This design comes from an exercise in tuning for a short achievable clock period and few clock cycles on the open sky130 flow, not from production work. Only simulation tests tie the RTL to the original design; equivalence was not proved. Power figures rest on the tool's default switching activity, not on a simulated workload.

File: flow/design.v
package core_pkg;
    typedef logic [31:0] word_t;       
    typedef logic [31:0] inst_t;       
    typedef logic [4:0]  reg_addr_t;   
    localparam logic [6:0] OP_REG    = 7'b0110011;
    localparam logic [6:0] OP_IMM    = 7'b0010011;
    localparam logic [6:0] OP_LOAD   = 7'b0000011;
    localparam logic [6:0] OP_STORE  = 7'b0100011;
    localparam logic [6:0] OP_BRANCH = 7'b1100011;
endpackage
module fetch (
    input  logic            clk,
    input  logic            arst_n,
    input  logic            redirect,   
    input  core_pkg::word_t redir_pc,
    input  logic            upd,        
    input  logic [6:0]      upd_idx,    
    input  logic            upd_flip,   
    output core_pkg::word_t code_addr,
    input  core_pkg::inst_t code_data,
    output logic            d_valid,
    output core_pkg::word_t d_pc,
    output core_pkg::inst_t d_inst,
    output logic            d_pred      
);
    core_pkg::word_t pc;
    core_pkg::word_t pc_inc;
    logic [18:0]     hi_inc;
    logic [18:0]     hi_dec;
    logic [18:0]     hi;
    core_pkg::word_t pred_pc;
    logic [13:0]     lo_sum;
    logic            is_br;
    logic            pred;
    logic [127:0]    flip;
    logic            fb;         
    logic [6:0]      seq_idx;    
    assign code_addr = pc;
    assign is_br = (code_data[6:0] == core_pkg::OP_BRANCH) && (code_data[14:13] == 2'b00);
    assign pred  = is_br && (code_data[31] ^ fb);
    assign seq_idx = pc[8:2] + 7'd1;
    assign lo_sum  = {1'b0, pc[12:0]} +
                     {1'b0, code_data[31], code_data[7], code_data[30:25], code_data[11:8], 1'b0};
    assign pc_inc  = pc + 32'd4;
    assign hi_inc  = pc[31:13] + 19'd1;
    assign hi_dec  = pc[31:13] - 19'd1;
    assign hi = ({19{!code_data[31] &&  lo_sum[13]}} & hi_inc) |
                ({19{ code_data[31] && !lo_sum[13]}} & hi_dec) |
                ({19{code_data[31] == lo_sum[13]}}   & pc[31:13]);
    assign pred_pc = {hi, lo_sum[12:0]};
    always_ff @(posedge clk or negedge arst_n) begin
        if (!arst_n) begin
            pc <= '0;
        end else if (redirect) begin
            pc <= redir_pc;
        end else begin
            pc <= pred ? pred_pc : pc_inc;
        end
    end
    always_ff @(posedge clk or negedge arst_n) begin
        if (!arst_n) begin
            d_valid <= 1'b0;
        end else if (redirect) begin
            d_valid <= 1'b0;
        end else begin
            d_valid <= 1'b1;
        end
    end
    always_ff @(posedge clk) begin
        d_pc   <= pc;
        d_inst <= code_data;
        d_pred <= pred;
    end
    always_ff @(posedge clk or negedge arst_n) begin
        if (!arst_n) begin
            fb <= 1'b0;
        end else begin
            fb <= !redirect && !pred && flip[seq_idx];
        end
    end
    always_ff @(posedge clk or negedge arst_n) begin
        if (!arst_n) begin
            flip <= '0;
        end else if (upd) begin
            flip[upd_idx] <= upd_flip;
        end
    end
endmodule
module regfile (
    input  logic                clk,
    input  core_pkg::reg_addr_t rs1_addr,
    input  core_pkg::reg_addr_t rs2_addr,
    output core_pkg::word_t     rs1_data,
    output core_pkg::word_t     rs2_data,
    input  logic                we,         
    input  core_pkg::reg_addr_t wa,
    input  core_pkg::word_t     wd
);
    core_pkg::word_t regs [1:31];
    always_ff @(posedge clk) begin
        if (we) regs[wa] <= wd;
    end
    function automatic logic [31:0] read_port(logic [4:0] addr);
        if (addr == 5'd0) read_port = 32'd0;
        else if (we && wa == addr) read_port = wd;
        else read_port = regs[addr];
    endfunction
    always_comb begin
        rs1_data = read_port(rs1_addr);
        rs2_data = read_port(rs2_addr);
    end
endmodule
module decode (
    input  logic                clk,
    input  logic                arst_n,
    input  logic                d_valid,
    input  core_pkg::word_t     d_pc,
    input  core_pkg::inst_t     d_inst,
    input  logic                d_pred,
    input  logic                kill,       
    output core_pkg::reg_addr_t rs1_addr,
    output core_pkg::reg_addr_t rs2_addr,
    input  core_pkg::word_t     rs1_data,
    input  core_pkg::word_t     rs2_data,
    output logic                e_valid,
    output logic                e_wr,
    output logic                e_load,
    output logic                e_store,
    output core_pkg::reg_addr_t e_rd,
    output logic                e_br,
    output logic                e_pred,     
    output logic                e_sign,     
    output logic [6:0]          e_idx,      
    output logic                e_bne,
    output logic                e_chk,      
    output logic                e_k,        
    output logic                e_m8,       
    output core_pkg::word_t     e_alt,      
    output logic                e_addi,     
    output core_pkg::word_t     e_nimm,     
    output logic                dz,         
    output logic                dz_k,       
    output core_pkg::word_t     d_alt,      
    output core_pkg::word_t     e_a,
    output core_pkg::word_t     e_b,
    output core_pkg::word_t     e_sd,
    output logic                e_sub,
    output logic                e_logic,
    output logic                e_fa_m,
    output logic                e_fa_l,
    output logic                e_fb_m,
    output logic                e_fb_l,
    output logic                e_fb_mn,
    output logic                e_fb_ln,
    output logic                e_a_rr,
    output logic                e_a_mr,
    output logic                e_a_rm,
    output logic                e_a_mm,
    output logic                e_a_lr,
    output logic                e_a_rl,
    output logic                e_a_ll,
    output logic                e_and,
    output logic                e_or,
    output logic                e_xor,
    output logic                e_s_rr,
    output logic                e_s_mr,
    output logic                e_s_rm,
    output logic                e_s_mm,
    output logic                e_s_lr,
    output logic                e_s_rl,
    output logic                e_s_ll,
    output logic                e_fwd_sd
);
    logic [6:0] opcode;
    logic [2:0] funct3;
    logic [6:0] funct7;
    core_pkg::reg_addr_t rd;
    logic is_r, is_addi, is_lw, is_sw, is_br, ok;
    logic f7_zero;
    logic r_add, r_sub, r_and, r_or, r_xor;
    core_pkg::word_t imm_i, imm_s, imm_b;
    logic fwd_a, fwd_b, fwd_sd;
    logic arith;
    assign opcode   = d_inst[6:0];
    assign rd       = d_inst[11:7];
    assign funct3   = d_inst[14:12];
    assign rs1_addr = d_inst[19:15];
    assign rs2_addr = d_inst[24:20];
    assign funct7   = d_inst[31:25];
    assign imm_i = {{20{d_inst[31]}}, d_inst[31:20]};
    assign imm_s = {{20{d_inst[31]}}, d_inst[31:25], d_inst[11:7]};
    assign imm_b = {{19{d_inst[31]}}, d_inst[31], d_inst[7], d_inst[30:25], d_inst[11:8], 1'b0};
    assign f7_zero = (funct7 == 7'h00);
    assign r_add = (funct3 == 3'b000) && f7_zero;
    assign r_sub = (funct3 == 3'b000) && (funct7 == 7'h20);
    assign r_xor = (funct3 == 3'b100) && f7_zero;
    assign r_or  = (funct3 == 3'b110) && f7_zero;
    assign r_and = (funct3 == 3'b111) && f7_zero;
    assign is_r    = (opcode == core_pkg::OP_REG) && (r_add || r_sub || r_xor || r_or || r_and);
    assign is_addi = (opcode == core_pkg::OP_IMM) && (funct3 == 3'b000);
    assign is_lw   = (opcode == core_pkg::OP_LOAD) && (funct3 == 3'b010);
    assign is_sw   = (opcode == core_pkg::OP_STORE) && (funct3 == 3'b010);
    assign is_br   = (opcode == core_pkg::OP_BRANCH) && (funct3[2:1] == 2'b00);
    assign ok      = d_valid && (is_r || is_addi || is_lw || is_sw || is_br);
    assign arith = !(is_r && (r_and || r_or || r_xor));
    assign dz    = ok && is_br && (imm_b != 32'd4) && e_addi &&
                   ((rs2_addr == 5'd0) ? (rs1_addr == e_rd) : ((rs1_addr == 5'd0) && (rs2_addr == e_rd)));
    assign dz_k  = funct3[0] ^ d_pred;
    assign d_alt = d_pc + (d_pred ? 32'd4 : imm_b);
    hazard_unit i_hazard_unit (
        .d_rs2_alu(is_r || is_br),
        .d_rs2_st(is_sw),
        .d_rs1(rs1_addr),
        .d_rs2(rs2_addr),
        .e_wr, .e_rd,
        .fwd_a, .fwd_b, .fwd_sd
    );
    always_ff @(posedge clk or negedge arst_n) begin
        if (!arst_n) begin
            e_valid <= 1'b0;
            e_wr    <= 1'b0;
            e_load  <= 1'b0;
            e_store <= 1'b0;
            e_br    <= 1'b0;
            e_chk   <= 1'b0;
            e_addi  <= 1'b0;
        end else begin
            e_valid <= ok && !kill;
            e_wr    <= ok && !kill && (is_r || is_addi || is_lw) && (rd != 5'd0);
            e_load  <= ok && !kill && is_lw;
            e_store <= ok && !kill && is_sw;
            e_br    <= ok && !kill && is_br;
            e_chk   <= ok && !kill && is_br && (imm_b != 32'd4) && !dz;
            e_addi  <= ok && !kill && is_addi && (rd != 5'd0);
        end
    end
    always_ff @(posedge clk) begin
        e_rd     <= rd;
        e_pred   <= d_pred;
        e_sign   <= d_inst[31];
        e_idx    <= d_pc[8:2];
        e_bne    <= funct3[0];
        e_k      <= funct3[0] ^ d_pred;
        e_m8     <= (imm_b == 32'd8) && !d_pred;
        e_alt    <= d_alt;
        e_nimm   <= 32'd0 - imm_i;
        e_a      <= rs1_data;
        e_b      <= (is_r || is_br) ? (rs2_data ^ {32{is_r && r_sub}}) : (is_sw ? imm_s : imm_i);
        e_sd     <= rs2_data;
        e_sub    <= is_r && r_sub;
        e_logic  <= is_r && (r_and || r_or || r_xor);
        e_fa_m   <= fwd_a && !e_load;
        e_fa_l   <= fwd_a && e_load;
        e_fb_m   <= fwd_b && !e_load && !(is_r && r_sub);
        e_fb_l   <= fwd_b && e_load && !(is_r && r_sub);
        e_fb_mn  <= fwd_b && !e_load && is_r && r_sub;
        e_fb_ln  <= fwd_b && e_load && is_r && r_sub;
        e_a_rr   <= arith && !fwd_a && !fwd_b;
        e_a_mr   <= arith && fwd_a && !fwd_b && !e_load;
        e_a_rm   <= arith && !fwd_a && fwd_b && !e_load;
        e_a_mm   <= arith && !(is_r && r_sub) && fwd_a && fwd_b && !e_load;
        e_a_lr   <= arith && fwd_a && !fwd_b && e_load;
        e_a_rl   <= arith && !fwd_a && fwd_b && e_load;
        e_a_ll   <= arith && !(is_r && r_sub) && fwd_a && fwd_b && e_load;
        e_and    <= is_r && r_and;
        e_or     <= is_r && r_or;
        e_xor    <= is_r && r_xor;
        e_s_rr   <= !fwd_a && !fwd_b;
        e_s_mr   <= fwd_a && !fwd_b && !e_load;
        e_s_rm   <= !fwd_a && fwd_b && !e_load;
        e_s_mm   <= fwd_a && fwd_b && !e_load;
        e_s_lr   <= fwd_a && !fwd_b && e_load;
        e_s_rl   <= !fwd_a && fwd_b && e_load;
        e_s_ll   <= fwd_a && fwd_b && e_load;
        e_fwd_sd <= fwd_sd;
    end
endmodule
module ks_add #(
    parameter int W = 32,
    parameter int L = 5      
) (
    input  logic [W-1:0] a,
    input  logic [W-1:0] b,
    input  logic         cin,
    output logic [W-1:0] s,
    output logic         cout
);
    logic [W-1:0] p;
    logic [W-1:0] g [0:L];
    logic [W-1:0] t [0:L];
    assign p = a ^ b;
    always_comb begin
        g[0]    = a & b;
        g[0][0] = (a[0] & b[0]) | (p[0] & cin);
        t[0]    = p;
    end
    for (genvar l = 0; l < L; l++) begin : g_lvl
        for (genvar i = 0; i < W; i++) begin : g_bit
            if (i >= (1 << l)) begin : g_op
                assign g[l+1][i] = g[l][i] | (t[l][i] & g[l][i - (1 << l)]);
                assign t[l+1][i] = t[l][i] & t[l][i - (1 << l)];
            end else begin : g_pass
                assign g[l+1][i] = g[l][i];
                assign t[l+1][i] = t[l][i];
            end
        end
    end
    assign s    = p ^ {g[L][W-2:0], cin};
    assign cout = g[L][W-1];
endmodule
module alu_lane (
    input  core_pkg::word_t x,
    input  core_pkg::word_t y,
    input  logic            inv,      
    input  logic            cin,      
    output core_pkg::word_t sum,
    output logic            eq
);
    logic unused_cout;
    ks_add #(.W(32)) i_add (
        .a(x), .b(y ^ {32{inv}}), .cin(cin), .s(sum), .cout(unused_cout)
    );
    assign eq = (x == y);
endmodule
module execute (
    input  logic            clk,
    input  logic            arst_n,
    input  logic            e_valid,
    input  logic            e_wr,
    input  logic            e_load,
    input  logic            e_store,
    input  core_pkg::reg_addr_t e_rd,
    input  logic            e_br,
    input  logic            e_pred,
    input  logic            e_sign,
    input  logic [6:0]      e_idx,
    input  logic            e_bne,
    input  logic            e_chk,
    input  logic            e_k,
    input  logic            e_m8,
    input  core_pkg::word_t e_alt,
    input  core_pkg::word_t e_a,
    input  core_pkg::word_t e_b,
    input  core_pkg::word_t e_sd,
    input  logic            e_sub,
    input  logic            e_logic,       
    input  logic            e_and,
    input  logic            e_or,
    input  logic            e_xor,
    input  logic            e_fa_m,        
    input  logic            e_fa_l,        
    input  logic            e_fb_m,        
    input  logic            e_fb_l,
    input  logic            e_fb_mn,       
    input  logic            e_fb_ln,
    input  logic            e_s_rr,        
    input  logic            e_s_mr,        
    input  logic            e_s_rm,        
    input  logic            e_s_mm,        
    input  logic            e_s_lr,        
    input  logic            e_s_rl,        
    input  logic            e_s_ll,        
    input  logic            e_a_rr,
    input  logic            e_a_mr,
    input  logic            e_a_rm,
    input  logic            e_a_mm,        
    input  logic            e_a_lr,
    input  logic            e_a_rl,
    input  logic            e_a_ll,
    input  logic            e_fwd_sd,
    input  logic            d_pred_live,   
    input  core_pkg::word_t e_nimm,
    input  logic            dz,
    input  logic            dz_k,
    input  core_pkg::word_t d_alt,
    input  core_pkg::word_t data_rdata,
    output logic            kill,          
    output logic            redirect,      
    output core_pkg::word_t redir_pc,
    output logic            upd,
    output logic [6:0]      upd_idx,
    output logic            upd_flip,
    output core_pkg::word_t m_res,
    output core_pkg::word_t m_sd,
    output core_pkg::reg_addr_t m_rd,
    output logic            m_wr,
    output logic            m_load,
    output logic            m_we,
    output logic            m_re
);
    core_pkg::word_t op_a, op_b, lg, sum;
    core_pkg::word_t result;
    core_pkg::word_t sd;
    logic            eq;
    logic            wrong;
    logic            z;
    logic            e_kill;
    logic            e_redirect;
    logic            d_redirect;
    logic            unused_cout;
    assign op_a = ({32{!e_fa_m && !e_fa_l}} & e_a) | ({32{e_fa_m}} & m_res) |
                  ({32{e_fa_l}} & data_rdata);
    assign op_b = ({32{!e_fb_m && !e_fb_l && !e_fb_mn && !e_fb_ln}} & e_b) |
                  ({32{e_fb_m}} & m_res) | ({32{e_fb_mn}} & ~m_res) |
                  ({32{e_fb_l}} & data_rdata) | ({32{e_fb_ln}} & ~data_rdata);
    ks_add #(.W(32)) i_add (.a(op_a), .b(op_b), .cin(e_sub), .s(sum), .cout(unused_cout));
    assign lg   = ({32{e_and}} & (op_a & op_b)) | ({32{e_or}} & (op_a | op_b)) |
                  ({32{e_xor}} & (op_a ^ op_b));
    assign result = e_logic ? lg : sum;
    assign eq     = (op_a == op_b);   
    assign sd = e_fwd_sd ? (m_load ? data_rdata : m_res) : e_sd;
    assign wrong      = eq ^ e_k;
    assign e_kill     = e_chk && wrong;
    assign e_redirect = e_chk && wrong && !(e_m8 && !d_pred_live);
    assign z          = (op_a == e_nimm);
    assign d_redirect = dz && (z ^ dz_k) && !e_kill;
    assign kill     = e_kill;
    assign redirect = e_redirect || d_redirect;
    assign redir_pc = e_redirect ? e_alt : d_alt;
    assign upd      = e_br;
    assign upd_idx  = e_idx;
    assign upd_flip = eq ^ e_bne ^ e_sign;   
    always_ff @(posedge clk or negedge arst_n) begin
        if (!arst_n) begin
            m_wr   <= 1'b0;
            m_we   <= 1'b0;
            m_re   <= 1'b0;
        end else begin
            m_wr   <= e_wr;
            m_we   <= e_store;
            m_re   <= e_load;
        end
    end
    always_ff @(posedge clk) begin
        m_res  <= result;
        m_sd   <= sd;
        m_rd   <= e_rd;
        m_load <= e_load;
    end
endmodule
module memory (
    input  core_pkg::word_t     m_res,
    input  core_pkg::word_t     m_sd,
    input  core_pkg::reg_addr_t m_rd,
    input  logic                m_wr,
    input  logic                m_load,
    input  logic                m_we,
    input  logic                m_re,
    output core_pkg::word_t     data_addr,
    output core_pkg::word_t     data_wdata,
    output logic                data_we,
    output logic                data_re,
    input  core_pkg::word_t     data_rdata,
    output logic                rf_we,
    output core_pkg::reg_addr_t rf_wa,
    output core_pkg::word_t     rf_wd
);
    assign data_addr  = m_res;
    assign data_wdata = m_sd;
    assign data_we    = m_we;
    assign data_re    = m_re;
    assign rf_we = m_wr;
    assign rf_wa = m_rd;
    assign rf_wd = m_load ? data_rdata : m_res;
endmodule
module hazard_unit (
    input  logic                d_rs2_alu,   
    input  logic                d_rs2_st,    
    input  core_pkg::reg_addr_t d_rs1,
    input  core_pkg::reg_addr_t d_rs2,
    input  logic                e_wr,        
    input  core_pkg::reg_addr_t e_rd,
    output logic                fwd_a,
    output logic                fwd_b,
    output logic                fwd_sd
);
    logic hit1;
    logic hit2;
    assign hit1 = e_wr && (e_rd == d_rs1);
    assign hit2 = e_wr && (e_rd == d_rs2);
    assign fwd_a  = hit1;
    assign fwd_b  = hit2 && d_rs2_alu;
    assign fwd_sd = hit2 && d_rs2_st;
endmodule
module cpu (
    input  logic  clk,
    input  logic  arst_n,
    output core_pkg::word_t code_addr,
    input  core_pkg::inst_t code_data,
    output core_pkg::word_t data_addr,
    output core_pkg::word_t data_wdata,
    output logic  data_we,
    output logic  data_re,
    input  core_pkg::word_t data_rdata
);
    logic                d_valid;
    core_pkg::word_t     d_pc;
    core_pkg::inst_t     d_inst;
    logic                d_pred;
    logic                kill;
    logic                redirect;
    core_pkg::word_t     redir_pc;
    core_pkg::reg_addr_t rs1_addr;
    core_pkg::reg_addr_t rs2_addr;
    core_pkg::word_t     rs1_data;
    core_pkg::word_t     rs2_data;
    logic                e_valid, e_wr, e_load, e_store, e_br, e_pred, e_sign, e_bne, e_chk, e_k, e_m8;
    logic [6:0]          e_idx;
    logic                upd, upd_flip;
    logic [6:0]          upd_idx;
    core_pkg::reg_addr_t e_rd;
    core_pkg::word_t     e_alt, e_a, e_b, e_sd;
    logic                e_addi, dz, dz_k;
    core_pkg::word_t     e_nimm, d_alt;
    logic                e_sub, e_logic, e_and, e_or, e_xor, e_fwd_sd;
    logic                e_fa_m, e_fa_l, e_fb_m, e_fb_l, e_fb_mn, e_fb_ln;
    logic                e_a_rr, e_a_mr, e_a_rm, e_a_mm, e_a_lr, e_a_rl, e_a_ll;
    logic                e_s_rr, e_s_mr, e_s_rm, e_s_mm, e_s_lr, e_s_rl, e_s_ll;
    core_pkg::word_t     m_res, m_sd;
    core_pkg::reg_addr_t m_rd;
    logic                m_wr, m_load, m_we, m_re;
    logic                rf_we;
    core_pkg::reg_addr_t rf_wa;
    core_pkg::word_t     rf_wd;
    fetch i_fetch (
        .clk, .arst_n,
        .redirect, .redir_pc,
        .upd, .upd_idx, .upd_flip,
        .code_addr, .code_data,
        .d_valid, .d_pc, .d_inst, .d_pred
    );
    regfile i_regfile (
        .clk,
        .rs1_addr, .rs2_addr,
        .rs1_data, .rs2_data,
        .we(rf_we), .wa(rf_wa), .wd(rf_wd)
    );
    decode i_decode (
        .clk, .arst_n,
        .d_valid, .d_pc, .d_inst, .d_pred,
        .kill,
        .e_addi, .e_nimm, .dz, .dz_k, .d_alt,
        .rs1_addr, .rs2_addr, .rs1_data, .rs2_data,
        .e_valid, .e_wr, .e_load, .e_store, .e_rd, .e_br, .e_pred, .e_sign, .e_idx, .e_bne, .e_chk, .e_k, .e_m8,
        .e_alt, .e_a, .e_b, .e_sd, .e_sub, .e_logic, .e_and, .e_or, .e_xor,
        .e_fa_m, .e_fa_l, .e_fb_m, .e_fb_l, .e_fb_mn, .e_fb_ln,
        .e_a_rr, .e_a_mr, .e_a_rm, .e_a_mm, .e_a_lr, .e_a_rl, .e_a_ll,
        .e_s_rr, .e_s_mr, .e_s_rm, .e_s_mm, .e_s_lr, .e_s_rl, .e_s_ll, .e_fwd_sd
    );
    execute i_execute (
        .clk, .arst_n,
        .e_valid, .e_wr, .e_load, .e_store, .e_rd, .e_br, .e_pred, .e_sign, .e_idx, .e_bne, .e_chk, .e_k, .e_m8,
        .e_alt, .e_a, .e_b, .e_sd, .e_sub, .e_logic, .e_and, .e_or, .e_xor,
        .e_fa_m, .e_fa_l, .e_fb_m, .e_fb_l, .e_fb_mn, .e_fb_ln,
        .e_a_rr, .e_a_mr, .e_a_rm, .e_a_mm, .e_a_lr, .e_a_rl, .e_a_ll,
        .e_s_rr, .e_s_mr, .e_s_rm, .e_s_mm, .e_s_lr, .e_s_rl, .e_s_ll, .e_fwd_sd,
        .d_pred_live(d_valid && d_pred),
        .e_nimm, .dz, .dz_k, .d_alt,
        .data_rdata,
        .kill, .redirect, .redir_pc,
        .upd, .upd_idx, .upd_flip,
        .m_res, .m_sd, .m_rd, .m_wr, .m_load, .m_we, .m_re
    );
    memory i_memory (
        .m_res, .m_sd, .m_rd, .m_wr, .m_load, .m_we, .m_re,
        .data_addr, .data_wdata, .data_we, .data_re, .data_rdata,
        .rf_we, .rf_wa, .rf_wd
    );
endmodule
File: flow/run.sh
#!/bin/bash
# synth_recipe.tcl (not shown) runs the flow's synth.tcl, then flattens the netlist and writes it again
# the make line also repeats each setting of config.mk as NAME=value (left out here)
make -C /OpenROAD-flow-scripts/flow DESIGN_CONFIG=/design/flow/config.mk WORK_HOME=/design/flow/orfs CLKGATE_MAP_FILE= SYNTH_SCRIPT=/design/flow/synth_recipe.tcl finish
File: flow/config.mk
export PLATFORM = sky130hd
export DESIGN_NAME = cpu
export DESIGN_NICKNAME = cpu
export VERILOG_FILES = /design/flow/design.v
export SDC_FILE = /design/flow/constraint.sdc
export NUM_CORES = 4
export LEC_CHECK = 0
export ABC_CLOCK_PERIOD_IN_PS = 2400
export CAP_MARGIN = 20
export CORE_MARGIN = 2
export CORE_UTILIZATION = 40
export SETUP_SLACK_MARGIN = 4.6
export SLEW_MARGIN = 20
export TNS_END_PERCENT = 100
File: flow/constraint.sdc
create_clock -name core_clock -period 7.0 [get_ports {clk}]
set_input_delay 1.4000 -clock core_clock [delete_from_list [all_inputs] [get_ports {clk}]]
set_output_delay 1.4000 -clock core_clock [all_outputs]
set_load 0.01 [all_outputs]
==> metrics.yaml, run 1 <==
use_met1_pct: 37.49
top_regs: "i_regfile.regs: 992 flops, i_fetch.flip: 128 flops"
ios: 164
r2r_cells: 16
finalMaxSlewViolations: 0
min_from: "i_decode.e_store"
min_path_cells: 0
vias: 53532
grt_pass1_vias: 51542
drv_cap: 0
fin_crit_sh_pct: 54.94
setup_viol: 0
end_kind: "flip-flop"
yosysSeqAreaShare_pct: 55.82
cts_hold_buf: 0
nets: 6033
hold_viol: 0
root_buffer: "clkbuf_16"
avgSynthCellArea_um2: 13.92
largest_reg_flops: 992
fmax_mhz: 260.0
synth.distinct_cells: 88
cts_tree: "built"
grt.busiest_layer: "met2"
relSlewSlack_pct: 31.65
synthCells: 5167
wl_per_cell_um: 32.35
power_mw: 25.36
place_inst: 7414
first_pass_iters: 6
setup_tns_ns: 0
fin_worst_skew_ns: 0.03192
globalRoute.totalOverflow: 0
ys_warn_count: 327
clock_sinks: 1467
synth_edf_count: 992
synth-seq-cells: 1467
stdcell_count: 8339
die-area_mm2: 0.1832
core.rowCount: 155
ant_nets: 0
status: "finished clean"
gr-usage-met2_pct: 44.90
portBuffers: 163
min_to: "i_execute.m_we"
clk_path_buf_depth: 3
dp_hpwl_um: 138900
worstHoldPathType: "flip-flop to flip-flop"
antenna_found_initial: 12
insertion_delay_ns: 0.83
cts_inserted_buffers: 154
chipHeight_um: 428.1
fin_ws_ns: 3.154
r2r_slack_ns: 3.16
syn-num-nets: 5354
drt-total-wl_um: 269700
power.density_mw_per_mm2: 267.3
crit_path_start_kind: "input port"
rr_endpoint: "i_fetch.pc[6]"
start_util_pct: 40.27
path_class: "input port to flip-flop"
grt_pass1_wl_um: 375300
tightest_slew_ns: 1.025
regMostFlops: "i_regfile.regs"
drc_errors: 0
crit_required_ns: 7.73
cts_htree_levels: 4
critPathMaxFanout: 6
gp_congestion: 0.8982
via_per_inst: 6.419
drt_iter0_drc: 6591
synth_ff_type: "edfxtp_1"
cp.arrival_ns: 4.57
syn_area_mm2: 0.07193
fin_util_pct: 53.11
areaGrowthSynthToFinish_pct: 31.89
path_clk_slew_ns: 0.07
fin_crit_ns: 3.846
grt_max_degree: 79
rsz0062_at_grt: "true"
drive_gt1_share_pct: 42.23
startpoint: "data_rdata[19]"
core_mm2: 0.1786
async_flop_share_pct: 11.66
pre_cts_slack_ns: 1.337
reg2reg_from: "i_decode.e_fb_m"
max-vdd-ir-drop_mv: 0.2393
gr-usage-met3_pct: 5.679
fillers: 14255
die_x_um: 428.1
grt_use_total_pct: 28.31
power.leakage_nw: 33.53
-- critical path, cell delays in order --
cell,delay (ns)
dlygate4sd2_1,0.27
a22o_1,0.21
a21o_4,0.23
ha_4,0.26
nor4_4,0.23
nand4_1,0.35
nor2_4,0.36
xor2_4,0.15
nand2_4,0.10
o211ai_4,0.15
o21ai_4,0.31
clkinv_4,0.17
buf_12,0.17
a211oi_2,0.20
-- power by group --
| group | switching, mW | internal, mW |
|---|---|---|
| Sequential | 0.358 | 10.3 |
| Clock | 3.62 | 4.66 |
| Combinational | 3.74 | 2.71 |
-- synthesized netlist by cell type (36+ instances only) --
cell	instances	area share, %
a211oi_1	125	1.3
a21oi_1	275	1.9
a22o_1	66	0.80
buf_1	55	0.29
buf_2	52	0.36
clkbuf_1	257	1.3
dfrtp_1	171	5.9
dfxtp_1	304	8.5
edfxtp_1	992	41
ha_1	117	2.0
inv_1	103	0.54
mux2_2	99	1.5
mux2i_1	360	5.0
mux4_2	488	15
nand2_1	258	1.3
nand3_1	99	0.69
nor2_1	316	1.6
nor3_1	84	0.58
o21ai_0	237	1.6
o221ai_1	66	0.80
o22ai_1	36	0.31
xnor2_1	70	0.85
xor2_1	43	0.52
-- cells by family (layout without fill, tap and decap cells) --
group / after synthesis / count (layout) / share of synthesized area (%)
flip-flops: 1467 / 1467 / 55.82
AO/OA/AOI/OAI: 1043 / 1044 / 9.632
AND/OR/NAND/NOR: 990 / 1002 / 6.450
multiplexers: 947 / 947 / 21.84
buffers and inverters: 486 / 1275 / 2.733
adder cells (fa/ha/maj): 121 / 121 / 2.147
XOR/XNOR: 113 / 116 / 1.376
other: 0 / 12 / 0
-- metrics by stage --
step | instance area, um2 | hold slack, ns
final | 94870 | 0.3438
after floorplan | 73180 | 0.3290
after CTS | 91550 | 0.3527
after global placement | 76980 | 0.3396
after global routing | 94860 | 0.3602
after detailed placement | 76990 | 0.3411
-- final cells by class --
type	instances	area, um2	share of cell area (%)
inverters	107	432.9	0.4563
repair buffers	885	10720	11.30
multi-input cells	3230	35290	37.20
well taps	2355	2947	3.106
repair inverters	1	8.758	0.009232
diodes	12	30.03	0.03165
clock buffers	200	4190	4.417
clock inverters	82	829.5	0.8744
flip-flops and latches	1467	40420	42.60
-- timing repair --
action | in CTS | in global routing
buffers inserted | 395 | 142
gates resized for setup | 1501 | 379
pin swaps | 264 | 204
gates cloned | 78 | 15
setup endpoints to repair | 1289 | 629
-- routing by layer --
| layer | wire length (um) | part of all wire, % | vias up |
|---|---|---|---|
| met5 | 13 | 0.0048 | - |
| met4 | 15830 | 5.9 | 2 |
| met3 | 27560 | 10 | 727 |
| met2 | 124400 | 46 | 3287 |
| met1 | 102000 | 38 | 27635 |
| li1 | - | - | 21881 |
-- worst max-delay path by stage --
stage | end | cells after the start
floorplan | i_fetch.pc[28] | 20
global placement | i_fetch.pc[27] | 14
detailed placement | i_fetch.pc[10] | 14
CTS | i_execute.m_res[30] | 16
global route | i_fetch.pc[6] | 16
finish | i_fetch.pc[6] | 14
-- layout by cell type, fill, tap and decap left out, types with 71 or more instances in the layout --
cell       instances
buf_6            215
o21ai_0          130
a21oi_2           77
buf_12            77
nor2_1           259
buf_4            381
clkbuf_16        172
mux4_2           488
edfxtp_1         992
inv_1             84
a21oi_1          155
dfxtp_1          222
dfrtp_1          139
mux2i_1          332
buf_16            71
nand2_1          222
Testbench counts, summed over its fixed seeds: cycles 117,417.
==> run 2, diff against run 1 <==
--- a/flow/config.mk
+++ b/flow/config.mk
@@ -10,5 +10,5 @@
 export CORE_MARGIN = 2
 export CORE_UTILIZATION = 40
-export SETUP_SLACK_MARGIN = 4.6
+export SETUP_SLACK_MARGIN = 3.8
 export SLEW_MARGIN = 20
 export TNS_END_PERCENT = 100
==> metrics.yaml, run 2 <==
fmax_mhz: 264.0  # +1.5%
drt_iter0_drc: 5801  # -12%
grt_pass1_vias: 49847  # -3.3%
yosysSeqAreaShare_pct: 55.82  # unchanged
power.density_mw_per_mm2: 282.0  # +5.5%
via_per_inst: 6.331  # -1.4%
rr_endpoint: "i_fetch.pc[14]"
synth_top_cell_area_share_pct: 41.41  # unchanged
pwr-share-comb_pct: 22.4  # -3.0 points
end_kind: "flip-flop"
r2r_cells: 17  # +1
power.internal_mw: 17.25  # -2.2%
power.switching_mw: 7.384  # -4.3%
clock_sinks: 1467  # unchanged
grt_max_degree: 108  # +37%
tightest_slew_ns: 1.130  # +0.1052 ns
fillers: 15030  # +5.4%
synth.distinct_cells: 88  # unchanged
clk_path_buf_depth: 3  # unchanged
cts_hold_buf: 0  # unchanged
grt_pass1_wl_um: 352400  # -6.1%
top_regs: "i_regfile.regs: 992 flops, i_fetch.flip: 128 flops"
start_util_pct: 40.27  # unchanged
grt_use_total_pct: 26.24  # -2.1 points
drc_errors: 0  # unchanged
path_clk_slew_ns: 0.06  # about the same
fin_worst_skew_ns: 0.05156  # +0.01964 ns
synth-seq-cells: 1467  # unchanged
synthCells: 5167  # unchanged
slowest_stage: "ha_2"
drt-total-wl_um: 247300  # -8.3%
r2r_slack_ns: 3.22  # +0.06 ns
p_clk_share_pct: 34.5  # +1.8 points
startpoint: "data_rdata[30]"
syn-num-nets: 5354  # unchanged
place_inst: 7409  # -0.067%
synth_common_cells: "992 x edfxtp_1, 488 x mux4_2, 360 x mux2i_1"
relSlewSlack_pct: 24.01  # -7.6 points
ios: 164  # unchanged
chipHeight_um: 428.1  # unchanged
crit_path_start_kind: "input port"
power_mw: 24.63  # -2.9%
final_common_cell: "edfxtp_1"
place_area_mm2: 0.07664  # -0.46%
fin_util_pct: 48.90  # -4.2 points
crit_family: "buffers and inverters"
worstHoldPathType: "flip-flop to flip-flop"
post-synth-top-count-cell: "edfxtp_1"
async_flop_share_pct: 11.66  # unchanged
fin_crit_sh_pct: 54.11  # -0.83 points
path_class: "input port to flip-flop"
fin_crit_ns: 3.788  # -0.05842 ns
power.leakage_nw: 30.42  # -9.3%
fin_ws_ns: 3.212  # +0.05842 ns
crit_required_ns: 7.73  # about the same
min_path_cells: 0  # unchanged
status: "finished clean"
portBuffers: 163  # unchanged
regMostFlops: "i_regfile.regs"
synth_edf_count: 992  # unchanged
ys_warn_count: 327  # unchanged
final_cell_mix: "992 x edfxtp_1, 488 x mux4_2, 358 x mux2i_1"
whs_ns: 0.3486  # +0.004842 ns
critPathMaxStageDelay_ns: 0.44  # +0.08 ns
cts_htree_levels: 4  # unchanged
vias: 50670  # -5.3%
antenna_found_initial: 13  # +1
die_x_um: 428.1  # unchanged
rsz0062_at_grt: "true"
synth_top_area_cell: "edfxtp_1"
finalMaxSlewViolations: 0  # unchanged
critPathMaxFanout: 7  # +1
setup_viol: 0  # unchanged
setup_tns_ns: 0  # unchanged
final_cell_area_mm2: 0.08734  # -7.9%
pre_cts_slack_ns: 1.258  # -0.07911 ns
wl_per_cell_um: 30.90  # -4.5%
core_mm2: 0.1786  # unchanged
drv_cap: 0  # unchanged
path_cells: "dlygate4sd2_1 -> a22o_1 -> a21oi_2 -> inv_1 -> ha_2 -> nor4_2 -> nand4_1 -> nor2_4 -> buf_12 -> buf_12 -> buf_12 -> xnor2_4 -> nand2_2 -> nor2_4 -> buf_12 -> clkbuf_16 -> a22o_1"
crit_top_cell: "buf_12"
insertion_delay_ns: 0.83  # about the same
min_from: "i_decode.e_store"
ant_nets: 0  # unchanged
reg2reg_from: "i_decode.e_fb_m"
p_seq_share_pct: 43.1  # +1.2 points
multiInputGateArea_mm2: 0.03272  # -7.3%
cts_tree: "built"
areaGrowthSynthToFinish_pct: 21.42
crit_path_end: "i_fetch.flip[79]"
dp_hpwl_um: 138800  # about the same
nets: 5695  # -5.6%
drive_gt1_share_pct: 31.45  # -11 points
core.rowCount: 155  # unchanged
cp.arrival_ns: 4.51  # -0.06 ns
stdcell_count: 8003  # -4.0%
hold_viol: 0  # unchanged
globalRoute.totalOverflow: 0  # unchanged
first_pass_iters: 8  # +2
syn_area_mm2: 0.07193  # unchanged
cts_inserted_buffers: 159  # +3.2%
root_buffer: "clkbuf_16"
die-area_mm2: 0.1832  # unchanged
crit_buf_inv: 7  # +4
largest_reg_flops: 992  # unchanged
max-vdd-ir-drop_mv: 0.2463  # +2.9%
gp_congestion: 0.8943  # -0.43%
avgSynthCellArea_um2: 13.92  # unchanged
final-seq-area_mm2: 0.04027  # -0.36%
synth_ff_type: "edfxtp_1"
synth_area_leaders: "edfxtp_1 41%, mux4_2 15%, dfxtp_1 8.5%"
p_sw_share_pct: 29.98  # -0.45 points
critical_path_depth: 17  # +3
==> run 2: repair_timing <==
item | CTS | global route
endpoints found under the setup margin | 368 | 331
setup buffers | 199 | 62
gates resized for setup | 541 | 201
gates cloned | 23 | 9
pin swaps | 143 | 85
endpoints found under the hold margin | 0 | 0
==> run 2: logic make-up (layout without fill, tap and decap cells) <==
logic type               count (synthesis)  after routing  share of synthesized area (%)
other                                    0              8                              0
AO/OA/AOI/OAI                         1043           1043                          9.632
XOR/XNOR                               113            114                          1.376
buffers and inverters                  486            950                          2.733
flip-flops                            1467           1467                          55.82
adder cells (fa/ha/maj)                121            121                          2.147
AND/OR/NAND/NOR                        990            998                          6.450
multiplexers                           947            947                          21.84
==> run 2: worst reg2reg max path: cells and delay by family, from the launching register on <==
family,cells,cell delay [ns]
adders and majority gates,1,0.21
buffers and inverters,5,0.81
AOI/OAI and AO/OA,3,0.67
and+or+nand+nor,7,1.51
xor gates and xnor gates,1,0.09
DFF,1,0.35
==> run 2: metal layers <==
| layer | global-route usage [%] | up-vias | share of wire [%] |
|---|---|---|---|
| met1 | 35.66 | 26144 | 40 |
| met5 | 0 | - | 0.017 |
| met4 | 10.70 | 6 | 4.4 |
| met2 | 40.94 | 2800 | 46 |
| li1 | - | 21167 | - |
| met3 | 5.704 | 553 | 9.9 |
==> run 2: power by group through the flow <==
stage	combinational [mW]	clock (mW)	sequential [mW]
6_report	5.52	8.49	10.6
5_1_grt	5.84	8.93	10.6
3_5_place_dp	4.56	0	10.8
2_1_floorplan	2.90	0	10.7
4_1_cts	5.20	8.58	10.6
3_3_place_gp	4.52	0	10.8
==> run 2: cell type report <==
| cell class | count | area share, % |
|---|---|---|
| clock buffer | 213 | 5.192 |
| timing repair inverter | 2 | 0.01719 |
| tap | 2355 | 3.374 |
| sequential | 1467 | 46.11 |
| inverter | 107 | 0.5028 |
| multi-input combinational | 3223 | 37.46 |
| timing repair buffer | 548 | 6.484 |
| antenna | 8 | 0.02292 |
| clock inverter | 80 | 0.8366 |
==> run 2: worst min-delay path by stage <==
stage / end / slack (ns)
final: i_execute.m_we / 0.35
after global placement: i_execute.m_we / 0.34
after detailed placement: i_execute.m_we / 0.34
after CTS: i_execute.m_we / 0.35
after global routing: i_decode.e_alt[0] / 0.36
after floorplan: i_decode.e_bne / 0.33
==> run 3, diff against run 2 <==
--- a/flow/config.mk
+++ b/flow/config.mk
@@ -9,6 +9,6 @@
 export CAP_MARGIN = 20
 export CORE_MARGIN = 2
-export CORE_UTILIZATION = 40
-export SETUP_SLACK_MARGIN = 3.8
+export CORE_UTILIZATION = 30
+export SETUP_SLACK_MARGIN = 4.6
 export SLEW_MARGIN = 20
 export TNS_END_PERCENT = 100
==> metrics.yaml, run 3 <==
final_cell_mix: "992 x edfxtp_1, 488 x mux4_2, 405 x buf_4"
clock_sinks: 1467  # unchanged
post-synth-top-count-cell: "edfxtp_1"
fin_crit_ns: 3.777  # -0.01021 ns
chipHeight_um: 493.7  # +15%
synth-seq-cells: 1467  # unchanged
cts_htree_levels: 4  # unchanged
synth_top_cell_area_share_pct: 41.41  # unchanged
die_x_um: 493.7  # +15%
final_common_cell: "edfxtp_1"
grt_pass1_wl_um: 385900  # +9.5%
p_seq_share_pct: 40.9  # -2.2 points
worstHoldPathType: "flip-flop to flip-flop"
min_from: "i_fetch.d_pc[0]"
ant_nets: 0  # unchanged
largest_reg_flops: 992  # unchanged
insertion_delay_ns: 0.85  # +0.02 ns
cts_hold_buf: 0  # unchanged
grt_max_degree: 103  # -4.6%
setup_tns_ns: 0  # unchanged
core.rowCount: 179  # +15%
drt-total-wl_um: 278000  # +12%
drive_gt1_share_pct: 43.50  # +12 points
status: "finished clean"
power.density_mw_per_mm2: 267.9  # -5.0%
ys_warn_count: 327  # unchanged
synth_common_cells: "992 x edfxtp_1, 488 x mux4_2, 360 x mux2i_1"
start_util_pct: 30.21  # -10 points
stdcell_count: 9221  # +15%
min_path_cells: 0  # unchanged
reg2reg_from: "i_decode.e_fb_l"
cts_tree: "built"
wl_per_cell_um: 30.15  # -2.5%
grt_use_total_pct: 21.76  # -4.5 points
power.internal_mw: 17.97  # +4.2%
hold_viol: 0  # unchanged
fillers: 21178  # +41%
vias: 54377  # +7.3%
tightest_slew_ns: 1.035  # -0.09578 ns
min_to: "i_decode.e_alt[0]"
p_clk_share_pct: 32.9  # -1.6 points
path_clk_slew_ns: 0.06  # about the same
ios: 164  # unchanged
setup_viol: 0  # unchanged
regMostFlops: "i_regfile.regs"
fin_worst_skew_ns: 0.04908  # -0.002471 ns
relSlewSlack_pct: 30.87  # +6.9 points
startpoint: "data_rdata[26]"
via_per_inst: 5.897  # -6.9%
die-area_mm2: 0.2437  # +33%
gp_congestion: 0.9005  # +0.69%
drv_cap: 0  # unchanged
syn-num-nets: 5354  # unchanged
fin_crit_sh_pct: 53.96  # -0.15 points
antenna_found_initial: 10  # -3
synth.distinct_cells: 88  # unchanged
yosysSeqAreaShare_pct: 55.82  # unchanged
max-vdd-ir-drop_mv: 0.1992  # -19%
synth_area_leaders: "edfxtp_1 41%, mux4_2 15%, dfxtp_1 8.5%"
synthCells: 5167  # unchanged
areaGrowthSynthToFinish_pct: 35.07
pwr-share-comb_pct: 26.2  # +3.8 points
power.switching_mw: 8.051  # +9.0%
globalRoute.totalOverflow: 0  # unchanged
cts_inserted_buffers: 151  # -5.0%
critPathMaxFanout: 8  # +1
syn_area_mm2: 0.07193  # unchanged
rsz0062_at_grt: "true"
grt_pass1_vias: 52375  # +5.1%
clk_path_buf_depth: 3  # unchanged
cp.arrival_ns: 4.49  # -0.02 ns
async_flop_share_pct: 11.66  # unchanged
synth_ff_type: "edfxtp_1"
crit_required_ns: 7.71  # -0.02 ns
fmax_mhz: 264.7  # +0.27%
end_kind: "flip-flop"
core_mm2: 0.2381  # +33%
path_class: "input port to flip-flop"
place_inst: 8228  # +11%
r2r_slack_ns: 3.23  # about the same
drt_iter0_drc: 7022  # +21%
avgSynthCellArea_um2: 13.92  # unchanged
power.leakage_nw: 34.07  # +12%
root_buffer: "clkbuf_16"
rr_endpoint: "i_fetch.pc[11]"
finalMaxSlewViolations: 0  # unchanged
p_sw_share_pct: 30.94  # +0.96 points
nets: 6112  # +7.3%
drc_errors: 0  # unchanged
top_regs: "i_regfile.regs: 992 flops, i_fetch.flip: 128 flops"
synth_edf_count: 992  # unchanged
first_pass_iters: 6  # -2
r2r_cells: 17  # unchanged
dp_hpwl_um: 143300  # +3.3%
portBuffers: 163  # unchanged
crit_path_start_kind: "input port"
synth_top_area_cell: "edfxtp_1"
==> run 3: cell count changes in the layout (fill, tap and decap cells not counted), moves of 51 or more <==
cell / previous run / this run
buf_16: 14 / 80
buf_12: 34 / 85
buf_6: 69 / 258
buf_4: 253 / 405
clkdlybuf4s50_1: 76 / 24
a21oi_1: 216 / 151
==> run 3: layout make-up <==
| type | count | area [um2] | share of cell area [%] |
|---|---|---|---|
| timing repair buffer | 968 | 11800 | 12.14 |
| inverter | 107 | 432.9 | 0.4456 |
| tap | 3167 | 3963 | 4.079 |
| multi-input combinational | 3230 | 35280 | 36.32 |
| sequential | 1467 | 40410 | 41.60 |
| clock inverter | 79 | 1115 | 1.148 |
| clock buffer | 197 | 4139 | 4.260 |
| antenna | 6 | 15.01 | 0.01545 |
==> run 3: per-layer routing <==
metal | global-route usage (%) | vias to the layer above | routed length, um
li1 | - | 21992 | -
met1 | 28.08 | 27948 | 103200
met2 | 34.61 | 3608 | 128000
met3 | 4.222 | 823 | 29260
met4 | 11.45 | 6 | 17360
met5 | 0.3718 | - | 159
==> run 3: cells by family (layout without fill, tap and decap cells) <==
logic type                 after synthesis  after routing  share of synthesized area [%]
and+or+nand+nor                        990           1003                          6.450
adders and majority gates              121            121                          2.147
AOI/OAI and AO/OA                     1043           1046                          9.632
other                                    0              6                              0
DFF                                   1467           1467                          55.82
buffers and inverters                  486           1351                          2.733
muxes                                  947            947                          21.84
xor gates and xnor gates               113            113                          1.376
==> run 3: per-stage QoR <==
step                hold WS, ns  worst slack [ns]  utilization [%]  power [mW]  cell area (um2)
finish                   0.3604             3.223            40.81       26.03            97150
global route             0.3670             3.140            40.81       26.76            97150
CTS                      0.3629             3.333            39.51       25.40            94070
detailed placement       0.3523             1.182            32.78       15.46            78030
global placement         0.3360             1.209            32.77       15.39            78030
floorplan                0.3290             2.739                -       13.65            73180
==> run 3: worst max path at each step <==
stage	endpoint	depth (start not counted)
floorplan	i_fetch.pc[28]	20
global placement	i_fetch.pc[2]	13
detailed placement	i_fetch.pc[7]	14
CTS	i_fetch.pc[27]	15
global route	i_fetch.pc[19]	21
finish	i_fetch.pc[10]	15
==> run 3: timing repair <==
item,CTS,global route
setup endpoints to repair,1327,541
pin swaps,259,189
resized for setup,1593,398
buffers inserted,486,128
gates cloned,85,11
==> run 3: worst max-delay path, stage by stage <==
cell and delay, ns:
buf_2 0.12, a22o_1 0.19, a21oi_2 0.17, buf_4 0.15, buf_4 0.10, buf_4 0.11
nand4_1 0.18, nor4_2 0.42, buf_4 0.23, o2111ai_2 0.29, o211ai_4 0.44, buf_6 0.16
buf_6 0.09, nor2_4 0.06, a221o_1 0.35
==> run 3: power by group through the flow <==
| stage | clock network [mW] | registers, mW | logic (mW) |
|---|---|---|---|
| 2_1_floorplan | 0 | 10.6 | 3.00 |
| 3_3_place_gp | 0 | 10.8 | 4.58 |
| 3_5_place_dp | 0 | 10.8 | 4.64 |
| 4_1_cts | 8.62 | 10.6 | 6.17 |
| 5_1_grt | 8.97 | 10.7 | 7.12 |
| 6_report | 8.56 | 10.6 | 6.82 |
==> run 4, diff against run 3 <==
==> flow/flow/run.sh (new file) <==
#!/bin/bash
# Own layout flow: the standard flow (standard.sh, same synthesis, same
# settings) except that the port buffers ORFS inserts are buf_6 cells rather
# than the default choice, which here is a delay cell on each port.
set -euo pipefail
bash standard.sh "BUFFER_PORTS_ARGS=-buffer_cell sky130_fd_sc_hd__buf_6" finish > flow_make.log 2>&1
==> flow/standard.sh (new file) <==
#!/bin/bash
# synth_recipe.tcl (not shown) runs the flow's synth.tcl, then flattens the netlist and writes it again
# the make line also repeats each setting of config.mk as NAME=value (left out here)
make -C /OpenROAD-flow-scripts/flow DESIGN_CONFIG=/design/flow/config.mk WORK_HOME=/design/flow/orfs CLKGATE_MAP_FILE= SYNTH_SCRIPT=/design/flow/synth_recipe.tcl "${@:-finish}"
--- a/flow/config.mk
+++ b/flow/config.mk
@@ -9,5 +9,5 @@
 export CAP_MARGIN = 20
 export CORE_MARGIN = 2
-export CORE_UTILIZATION = 30
+export CORE_UTILIZATION = 40
 export SETUP_SLACK_MARGIN = 4.6
 export SLEW_MARGIN = 20
removed: flow/run.sh
==> metrics.yaml, run 4 <==
via_per_inst: 6.482  # +9.9%
core.rowCount: 155  # -13%
synth-seq-cells: 1467  # unchanged
fin_crit_sh_pct: 56.79  # +2.8 points
ios: 164  # unchanged
rsz0062_at_grt: "true"
end_kind: "flip-flop"
die_x_um: 428.1  # -13%
critPathMaxFanout: 7  # -1
yosysSeqAreaShare_pct: 55.82  # unchanged
wl_per_cell_um: 33.22  # +10%
synth_xor_xnor_area_share_pct: 1.376  # unchanged
path_clk_slew_ns: 0.06  # about the same
synth_top_cell_area_share_pct: 41.41  # unchanged
stdcell_count: 8254  # -10%
cts_htree_levels: 4  # unchanged
insertion_delay_ns: 0.84  # about the same
ant_nets: 0  # unchanged
startpoint: "i_decode.e_fb_l"
core_mm2: 0.1786  # -25%
tightest_slew_ns: 1.103  # +0.06799 ns
max-vdd-ir-drop_mv: 0.2002  # +0.49%
largest_reg_flops: 992  # unchanged
finalMaxSlewViolations: 0  # unchanged
critPathMaxStageDelay_ns: 0.35  # -0.09 ns
fin_crit_ns: 3.975  # +0.1980 ns
path_cells: "buf_12 -> nor4_4 -> buf_4 -> buf_8 -> buf_12 -> buf_16 -> buf_4 -> nand2_1 -> nand3_1 -> ha_1 -> nor4_1 -> nand4_1 -> nor2_4 -> buf_12 -> xor2_4 -> nand2_4 -> o211ai_4 -> buf_6 -> o21ai_4 -> inv_6 -> buf_4 -> a211oi_2"
first_pass_iters: 5  # -1
grt_use_total_pct: 28.89  # +7.1 points
synth_fa_ha_area_share_pct: 2.147  # unchanged
nets: 5947  # -2.7%
syn_area_mm2: 0.07193  # unchanged
power.density_mw_per_mm2: 268.6  # +0.28%
power.leakage_nw: 33.35  # -2.1%
cts_tree: "built"
drc_errors: 0  # unchanged
globalRoute.totalOverflow: 0  # unchanged
top_regs: "i_regfile.regs: 992 flops, i_fetch.flip: 128 flops"
synth_top_family_by_area: "multiplexers"
regMostFlops: "i_regfile.regs"
slowest_stage: "dfxtp_4"
fmax_mhz: 251.6  # -5.0%
ys_warn_count: 327  # unchanged
synth_top_area_cell: "edfxtp_1"
place_inst: 7414  # -9.9%
syn-num-nets: 5354  # unchanged
crit_path_start_kind: "flip-flop"
final_cell_mix: "992 x edfxtp_1, 488 x mux4_2, 334 x mux2i_1"
cp.arrival_ns: 4.70  # +0.21 ns
cts_inserted_buffers: 157  # +4.0%
synth_area_leaders: "edfxtp_1 41%, mux4_2 15%, dfxtp_1 8.5%"
portBuffers: 163  # unchanged
hold_viol: 0  # unchanged
final_common_cell: "edfxtp_1"
drive_gt1_share_pct: 41.92  # -1.6 points
synthMuxAreaShare_pct: 21.84  # unchanged
start_util_pct: 40.27  # +10 points
reg2reg_from: "i_decode.e_fb_l"
synth.distinct_cells: 88  # unchanged
worstHoldPathType: "flip-flop to flip-flop"
drt-total-wl_um: 274200  # -1.3%
areaGrowthSynthToFinish_pct: 31.63
synthCells: 5167  # unchanged
relSlewSlack_pct: 26.49  # -4.4 points
vias: 53506  # -1.6%
avgSynthCellArea_um2: 13.92  # unchanged
grt_max_degree: 150  # +46%
min_from: "i_decode.e_store"
synthSimpleGateAreaFrac_pct: 6.450  # unchanged
antenna_found_initial: 7  # -3
crit_required_ns: 7.73  # +0.02 ns
synth_ff_type: "edfxtp_1"
drv_cap: 0  # unchanged
synth-compound-area-share_pct: 9.632  # unchanged
dp_hpwl_um: 139000  # -3.0%
grt_pass1_wl_um: 383000  # -0.75%
die-area_mm2: 0.1832  # -25%
fin_worst_skew_ns: 0.04547  # -0.003617 ns
fillers: 14232  # -33%
async_flop_share_pct: 11.66  # unchanged
setup_viol: 0  # unchanged
grt_pass1_vias: 51767  # -1.2%
root_buffer: "clkbuf_16"
chipHeight_um: 428.1  # -13%
clk_path_buf_depth: 3  # unchanged
post-synth-top-count-cell: "edfxtp_1"
cts_hold_buf: 0  # unchanged
clock_sinks: 1467  # unchanged
gp_congestion: 0.9016  # +0.12%
path_class: "flip-flop to flip-flop"
status: "finished clean"
synth_edf_count: 992  # unchanged
setup_tns_ns: 0  # unchanged
drt_iter0_drc: 6654  # -5.2%
synth_common_cells: "992 x edfxtp_1, 488 x mux4_2, 360 x mux2i_1"
run 4: cell counts after synthesis:
No cell type changed its count.
run 4: repair_timing:
action,4_1_cts,5_1_grt
endpoints found under the setup margin,1337,551
buffers inserted,319,115
cloned,95,13
gates resized for setup,893,421
pin swaps,181,218
run 4: power breakdown:
| part | switching [mW] | internal (mW) |
|---|---|---|
| Combinational | 3.66 | 2.55 |
| Clock | 3.69 | 4.84 |
| Sequential | 0.426 | 10.3 |
run 4: final timing paths:
check / to / slack [ns] / depth (start not counted)
min: i_execute.m_we / 0.36 / 0
min reg2reg: i_execute.m_we / 0.36 / 0
min in group asynchronous: i_fetch.pc[30] / 0.45 / 1
max: i_fetch.pc[5] / 3.02 / 22
max reg2reg: i_fetch.pc[5] / 3.02 / 22
max in group asynchronous: i_execute.m_wr / 5.28 / 2
run 4: cell families (layout without fill, tap and decap cells):
| group | count (synthesis) | in the layout |
|---|---|---|
| AO/OA/AOI/OAI | 1043 | 1043 |
| XOR/XNOR | 113 | 113 |
| adder cells (fa/ha/maj) | 121 | 121 |
| buffers and inverters | 486 | 1198 |
| flip-flops | 1467 | 1467 |
| multiplexers | 947 | 947 |
| other | 0 | 5 |
| AND/OR/NAND/NOR | 990 | 1005 |
run 4: metal layers:
| layer | up-vias | share of wire [%] | GRT usage, % |
|---|---|---|---|
| met1 | 27658 | 38 | 38.22 |
| met4 | 0 | 5.5 | 13.28 |
| met3 | 775 | 10 | 5.599 |
| met2 | 3371 | 47 | 46.11 |
| li1 | 21702 | - | - |
| met5 | - | 0 | 0 |
run 4: cell type report:
cell class	instances	area, um2	area share [%]
Antenna cell	5	12.51	0.01321
Clock buffer	208	4319	4.562
Clock inverter	85	918.4	0.9700
Inverter	107	429.2	0.4533
Multi-Input combinational cell	3229	34970	36.93
Sequential cell	1467	40460	42.73
Tap cell	2355	2947	3.112
Timing Repair Buffer	797	10620	11.22
Timing Repair inverter	1	6.256	0.006607
run 4: worst max-delay path: cells and delay by family (launching register included):
family | cells | cell delay, ns
buf+inv | 10 | 1.35
simple gates | 7 | 1.21
compound gates | 3 | 0.57
flops | 1 | 0.35
fa+ha+maj | 1 | 0.30
xor+xnor | 1 | 0.10
run 4: per-stage QoR:
stage | hold slack, ns | utilization (%) | instance area, um2 | worst slack (ns) | total power, mW
CTS | 0.3640 | 51.24 | 91520 | 3.183 | 24.91
global placement | 0.3379 | 43.23 | 77210 | 1.606 | 15.43
global route | 0.3690 | 53.01 | 94680 | 2.847 | 26.15
finish | 0.3578 | 53.01 | 94680 | 3.025 | 25.43
detailed placement | 0.3511 | 43.23 | 77210 | 1.572 | 15.48
floorplan | 0.3290 | - | 73180 | 2.739 | 13.65
==> run 5, diff against run 4 <==
--- a/flow/design.v
+++ b/flow/design.v
@@ -152,4 +152,6 @@
     output logic                e_fb_l,
     output logic                e_fb_mn,
+    output logic                e_fa_n,
+    output logic                e_fb_n,
     output logic                e_fb_ln,
     output logic                e_a_rr,
@@ -255,4 +257,6 @@
         e_fb_l   <= fwd_b && e_load && !(is_r && r_sub);
         e_fb_mn  <= fwd_b && !e_load && is_r && r_sub;
+        e_fa_n   <= !fwd_a;
+        e_fb_n   <= !fwd_b;
         e_fb_ln  <= fwd_b && e_load && is_r && r_sub;
         e_a_rr   <= arith && !fwd_a && !fwd_b;
@@ -350,4 +354,6 @@
     input  logic            e_fa_m,        
     input  logic            e_fa_l,        
+    input  logic            e_fa_n,        
+    input  logic            e_fb_n,        
     input  logic            e_fb_m,        
     input  logic            e_fb_l,
@@ -399,7 +405,7 @@
     logic            d_redirect;
     logic            unused_cout;
-    assign op_a = ({32{!e_fa_m && !e_fa_l}} & e_a) | ({32{e_fa_m}} & m_res) |
+    assign op_a = ({32{e_fa_n}} & e_a) | ({32{e_fa_m}} & m_res) |
                   ({32{e_fa_l}} & data_rdata);
-    assign op_b = ({32{!e_fb_m && !e_fb_l && !e_fb_mn && !e_fb_ln}} & e_b) |
+    assign op_b = ({32{e_fb_n}} & e_b) |
                   ({32{e_fb_m}} & m_res) | ({32{e_fb_mn}} & ~m_res) |
                   ({32{e_fb_l}} & data_rdata) | ({32{e_fb_ln}} & ~data_rdata);
@@ -414,8 +420,8 @@
     assign e_redirect = e_chk && wrong && !(e_m8 && !d_pred_live);
     assign z          = (op_a == e_nimm);
-    assign d_redirect = dz && (z ^ dz_k) && !e_kill;
+    assign d_redirect = dz && (z ^ dz_k);
     assign kill     = e_kill;
     assign redirect = e_redirect || d_redirect;
-    assign redir_pc = e_redirect ? e_alt : d_alt;
+    assign redir_pc = dz ? d_alt : e_alt;
     assign upd      = e_br;
     assign upd_idx  = e_idx;
@@ -514,5 +520,5 @@
     core_pkg::word_t     e_nimm, d_alt;
     logic                e_sub, e_logic, e_and, e_or, e_xor, e_fwd_sd;
-    logic                e_fa_m, e_fa_l, e_fb_m, e_fb_l, e_fb_mn, e_fb_ln;
+    logic                e_fa_m, e_fa_l, e_fb_m, e_fb_l, e_fb_mn, e_fb_ln, e_fa_n, e_fb_n;
     logic                e_a_rr, e_a_mr, e_a_rm, e_a_mm, e_a_lr, e_a_rl, e_a_ll;
     logic                e_s_rr, e_s_mr, e_s_rm, e_s_mm, e_s_lr, e_s_rl, e_s_ll;
@@ -544,5 +550,5 @@
         .e_valid, .e_wr, .e_load, .e_store, .e_rd, .e_br, .e_pred, .e_sign, .e_idx, .e_bne, .e_chk, .e_k, .e_m8,
         .e_alt, .e_a, .e_b, .e_sd, .e_sub, .e_logic, .e_and, .e_or, .e_xor,
-        .e_fa_m, .e_fa_l, .e_fb_m, .e_fb_l, .e_fb_mn, .e_fb_ln,
+        .e_fa_m, .e_fa_l, .e_fb_m, .e_fb_l, .e_fb_mn, .e_fb_ln, .e_fa_n, .e_fb_n,
         .e_a_rr, .e_a_mr, .e_a_rm, .e_a_mm, .e_a_lr, .e_a_rl, .e_a_ll,
         .e_s_rr, .e_s_mr, .e_s_rm, .e_s_mm, .e_s_lr, .e_s_rl, .e_s_ll, .e_fwd_sd
@@ -552,5 +558,5 @@
         .e_valid, .e_wr, .e_load, .e_store, .e_rd, .e_br, .e_pred, .e_sign, .e_idx, .e_bne, .e_chk, .e_k, .e_m8,
         .e_alt, .e_a, .e_b, .e_sd, .e_sub, .e_logic, .e_and, .e_or, .e_xor,
-        .e_fa_m, .e_fa_l, .e_fb_m, .e_fb_l, .e_fb_mn, .e_fb_ln,
+        .e_fa_m, .e_fa_l, .e_fb_m, .e_fb_l, .e_fb_mn, .e_fb_ln, .e_fa_n, .e_fb_n,
         .e_a_rr, .e_a_mr, .e_a_rm, .e_a_mm, .e_a_lr, .e_a_rl, .e_a_ll,
         .e_s_rr, .e_s_mr, .e_s_rm, .e_s_mm, .e_s_lr, .e_s_rl, .e_s_ll, .e_fwd_sd,
==> flow/run.sh (new file) <==
#!/bin/bash
# synth_recipe.tcl (not shown) runs the flow's synth.tcl, then flattens the netlist and writes it again
# the make line also repeats each setting of config.mk as NAME=value (left out here)
make -C /OpenROAD-flow-scripts/flow DESIGN_CONFIG=/design/flow/config.mk WORK_HOME=/design/flow/orfs CLKGATE_MAP_FILE= SYNTH_SCRIPT=/design/flow/synth_recipe.tcl finish
removed: flow/flow/run.sh
removed: flow/standard.sh
==> metrics.yaml, run 5 <==
path_clk_slew_ns: 0.07  # about the same
wl_per_cell_um: 32.31  # -2.7%
synth_top_area_cell: "edfxtp_1"
grt_use_total_pct: 27.25  # -1.6 points
setup_viol: 0  # unchanged
stdcell_count: 8207  # -0.57%
drv_cap: 0  # unchanged
chipHeight_um: 425.9  # -0.50%
via_per_inst: 6.386  # -1.5%
drt_iter0_drc: 6705  # +0.77%
path_class: "input port to flip-flop"
end_kind: "flip-flop"
root_buffer: "clkbuf_16"
final_cell_mix: "992 x edfxtp_1, 488 x mux4_2, 380 x buf_4"
clk_path_buf_depth: 3  # unchanged
post-synth-top-count-cell: "edfxtp_1"
crit_buf_inv: 6  # -4
ys_warn_count: 327  # unchanged
synth_area_leaders: "edfxtp_1 42%, mux4_2 15%, dfxtp_1 8.6%"
gr-usage-met3_pct: 5.128  # -0.47 points
status: "finished clean"
avgSynthCellArea_um2: 14.00  # +0.58%
place_inst: 7312  # -1.4%
regMostFlops: "i_regfile.regs"
cts_hold_buf: 0  # unchanged
grt_max_degree: 82  # -45%
synth_common_cells: "992 x edfxtp_1, 488 x mux4_2, 334 x mux2i_1"
globalRoute.totalOverflow: 0  # unchanged
ant_nets: 0  # unchanged
hold_viol: 0  # unchanged
die-area_mm2: 0.1814  # -0.99%
fin_crit_ns: 3.867  # -0.1084 ns
vias: 52408  # -2.1%
final_cell_area_mm2: 0.09342  # -1.3%
start_util_pct: 40.35  # +0.075 points
synth-seq-cells: 1469  # +0.14%
cts_inserted_buffers: 160  # +1.9%
max-vdd-ir-drop_mv: 0.1941  # -3.0%
fin_worst_skew_ns: 0.03902  # -0.006447 ns
largest_reg_flops: 992  # unchanged
min_to: "i_decode.e_alt[0]"
top_regs: "i_regfile.regs: 992 flops, i_fetch.flip: 128 flops"
drt-total-wl_um: 265200  # -3.3%
relSlewSlack_pct: 22.14  # -4.4 points
setup_tns_ns: 0  # unchanged
path_cells: "dlygate4sd2_1 -> a222oi_1 -> inv_1 -> ha_4 -> nor4_2 -> nand4_1 -> nor2_4 -> buf_6 -> xor2_2 -> nand2_2 -> o22ai_4 -> buf_12 -> buf_12 -> buf_16 -> a211oi_2 -> a21oi_1"
crit_family: "buffers and inverters"
fin_util_pct: 52.93  # -0.081 points
worstHoldPathType: "flip-flop to flip-flop"
fin_ws_ns: 3.133  # +0.1084 ns
gr-usage-met2_pct: 42.79  # -3.3 points
finalMaxSlewViolations: 0  # unchanged
async_flop_share_pct: 11.64  # -0.016 points
synthCells: 5086  # -1.6%
crit_path_start_kind: "input port"
grt_pass1_vias: 49472  # -4.4%
portBuffers: 163  # unchanged
synth_top_cell_area_share_pct: 41.83  # +0.42 points
areaGrowthSynthToFinish_pct: 31.18
r2r_slack_ns: 3.16  # +0.14 ns
grt_pass1_wl_um: 357100  # -6.8%
pre_cts_slack_ns: 1.354  # -0.2190 ns
cp.arrival_ns: 4.59  # -0.11 ns
cts_htree_levels: 4  # unchanged
yosysSeqAreaShare_pct: 56.44  # +0.62 points
synth.distinct_cells: 77  # -13%
drive_gt1_share_pct: 41.08  # -0.85 points
rsz0062_at_grt: "true"
fin_crit_sh_pct: 55.24  # -1.5 points
whs_ns: 0.3499  # -0.007918 ns
first_pass_iters: 7  # +2
grt.busiest_layer: "met2"
synth_edf_count: 992  # unchanged
final_common_cell: "edfxtp_1"
min_path_cells: 0  # unchanged
reg2reg_from: "i_decode.e_fa_n"
critPathMaxFanout: 9  # +2
die_x_um: 425.9  # -0.50%
critPathMaxStageDelay_ns: 0.38  # +0.03 ns
drc_errors: 0  # unchanged
place_area_mm2: 0.07610  # -1.4%
dp_hpwl_um: 137800  # -0.86%
ios: 164  # unchanged
syn-num-nets: 5273  # -1.5%
power_mw: 24.28  # -4.6%
tightest_slew_ns: 1.168  # +0.06529 ns
antenna_found_initial: 9  # +2
crit_top_cell: "buf_12"
multiInputGateArea_mm2: 0.03434  # -1.8%
crit_required_ns: 7.73  # about the same
final-seq-area_mm2: 0.04046  # about the same
slowest_stage: "a222oi_1"
core.rowCount: 154  # -0.65%
cts_tree: "built"
rr_endpoint: "i_fetch.pc[8]"
syn_area_mm2: 0.07121  # -1.0%
clock_sinks: 1469  # +0.14%
insertion_delay_ns: 0.84  # about the same
fillers: 14203  # -0.20%
fmax_mhz: 258.6  # +2.8%
nets: 5912  # -0.59%
gp_congestion: 0.8815  # -2.2%
core_mm2: 0.1765  # -1.2%
synth_ff_type: "edfxtp_1"
power.leakage_nw: 32.45  # -2.7%
min_from: "i_fetch.d_pc[0]"
power.density_mw_per_mm2: 259.9  # -3.3%
r2r_cells: 17  # -23%
use_met1_pct: 37.34  # -0.87 points
[run 5: cell types whose count changed after synthesis, sizes merged, moves of 20 or more]
| cell | previous run | this run |
|---|---|---|
| nand2b | 21 | 53 |
| nand4 | 28 | 58 |
| a222oi | 0 | 30 |
| o21ai | 238 | 298 |
| a211oi | 131 | 168 |
| a21oi | 288 | 237 |
| a22o | 66 | 3 |
| nand3 | 99 | 52 |
| mux2i | 360 | 334 |
| nor2 | 317 | 297 |
[run 5: area by class of cell]
cell class	count	share of cell area (%)
Sequential cell	1469	43.31
Multi-Input combinational cell	3160	36.76
Timing Repair Buffer	832	10.60
Clock buffer	203	4.660
Tap cell	2340	3.134
Clock inverter	96	1.066
Inverter	102	0.4594
Antenna cell	5	0.01339
[run 5: logic make-up (layout without fill, tap and decap cells)]
group           after synthesis  after routing  share of synthesized area (%)
fa+ha+maj                   121            121                          2.168
flops                      1469           1469                          56.44
buf+inv                     471           1233                          2.616
xor+xnor                    111            111                          1.365
simple gates                969            983                          6.455
other cells                   0              5                              0
compound gates             1019           1019                          9.177
mux                         926            926                          21.77
[run 5: what timing repair did]
action                     in CTS  in global routing
buffers inserted              298                202
cloned                         42                 49
resized for setup            1131                669
setup endpoints to repair    1360                444
pin swaps                     167                327
[run 5: where the power goes]
part	internal, mW	total (mW)	switching (mW)	leakage [nW]
sequential	10.1	10.4	0.294	13.3
combinational	2.18	5.23	3.05	16.5
clock	4.93	8.65	3.72	2.62
total	17.2	24.3	7.06	32.4
[run 5: per-layer routing]
metal | part of all wire [%] | routed length, um | up-vias
met5 | 0.0057 | 15 | -
met4 | 5.3 | 14110 | 2
met3 | 11 | 28470 | 680
met2 | 46 | 122300 | 3168
met1 | 38 | 100300 | 27027
li1 | - | - | 21531
[run 5: how the worst max path moves through the flow]
| stage | startpoint | slack, ns | end | depth (start not counted) |
|---|---|---|---|---|
| 2_1_floorplan | data_rdata[0] | 2.74 | i_execute.m_res[30] | 14 |
| 3_5_place_dp | data_rdata[20] | 1.35 | i_fetch.pc[11] | 13 |
| 6_report | data_rdata[25] | 3.13 | i_fetch.pc[8] | 16 |
| 5_1_grt | i_decode.e_fa_n | 3.06 | i_fetch.pc[8] | 17 |
| 4_1_cts | data_rdata[0] | 3.27 | i_execute.m_res[28] | 16 |
| 3_3_place_gp | data_rdata[20] | 1.36 | i_fetch.pc[11] | 13 |
Testbench counts of run 5, summed over its fixed seeds: cycles 117,417.

[separate check: timing with driven ports]
The results above use ideal ports. As a check the final layouts listed here were re-extracted and re-timed, cells and wires unchanged.
Step 1: set_driving_cell puts a clkbuf_16 on clk and a buf_2 on each other input, an assumption about the parent block.
Step 2 adds t to the input delays and takes it off the output delays; t is the mean of the earliest and latest rising clock arrival at the registers after step 1. Input paths then give back, and output paths get back, about the clock's delay inside the block.
a / b / c = no drivers / after step 1 / after step 2; a / b = the first two.
run	shift t [ns]	setup WS [ns]	worst hold slack (ns)	worst setup path after step 2	clock arrival spread, ns
run 1	0.911	3.154 / 3.163 / 2.307	0.344 / 0.344 / 0.344	input to register	0.037 / 0.037
run 2	0.887	3.212 / 3.221 / 2.349	0.349 / 0.349 / 0.349	input to register	0.054 / 0.054
run 3	0.915	3.223 / 3.232 / 2.373	0.360 / 0.360 / 0.360	input to register	0.051 / 0.051
run 4	0.907	3.025 / 3.025 / 2.201	0.358 / 0.358 / 0.358	input to register	0.057 / 0.057
run 5	0.909	3.133 / 3.159 / 2.288	0.350 / 0.350 / 0.350	input to register	0.041 / 0.041
After both steps setup and hold are still met in every run listed. The setup slack of run 2, which loses most, moves by +0.009 ns with the drivers and by -0.863 ns with both steps.
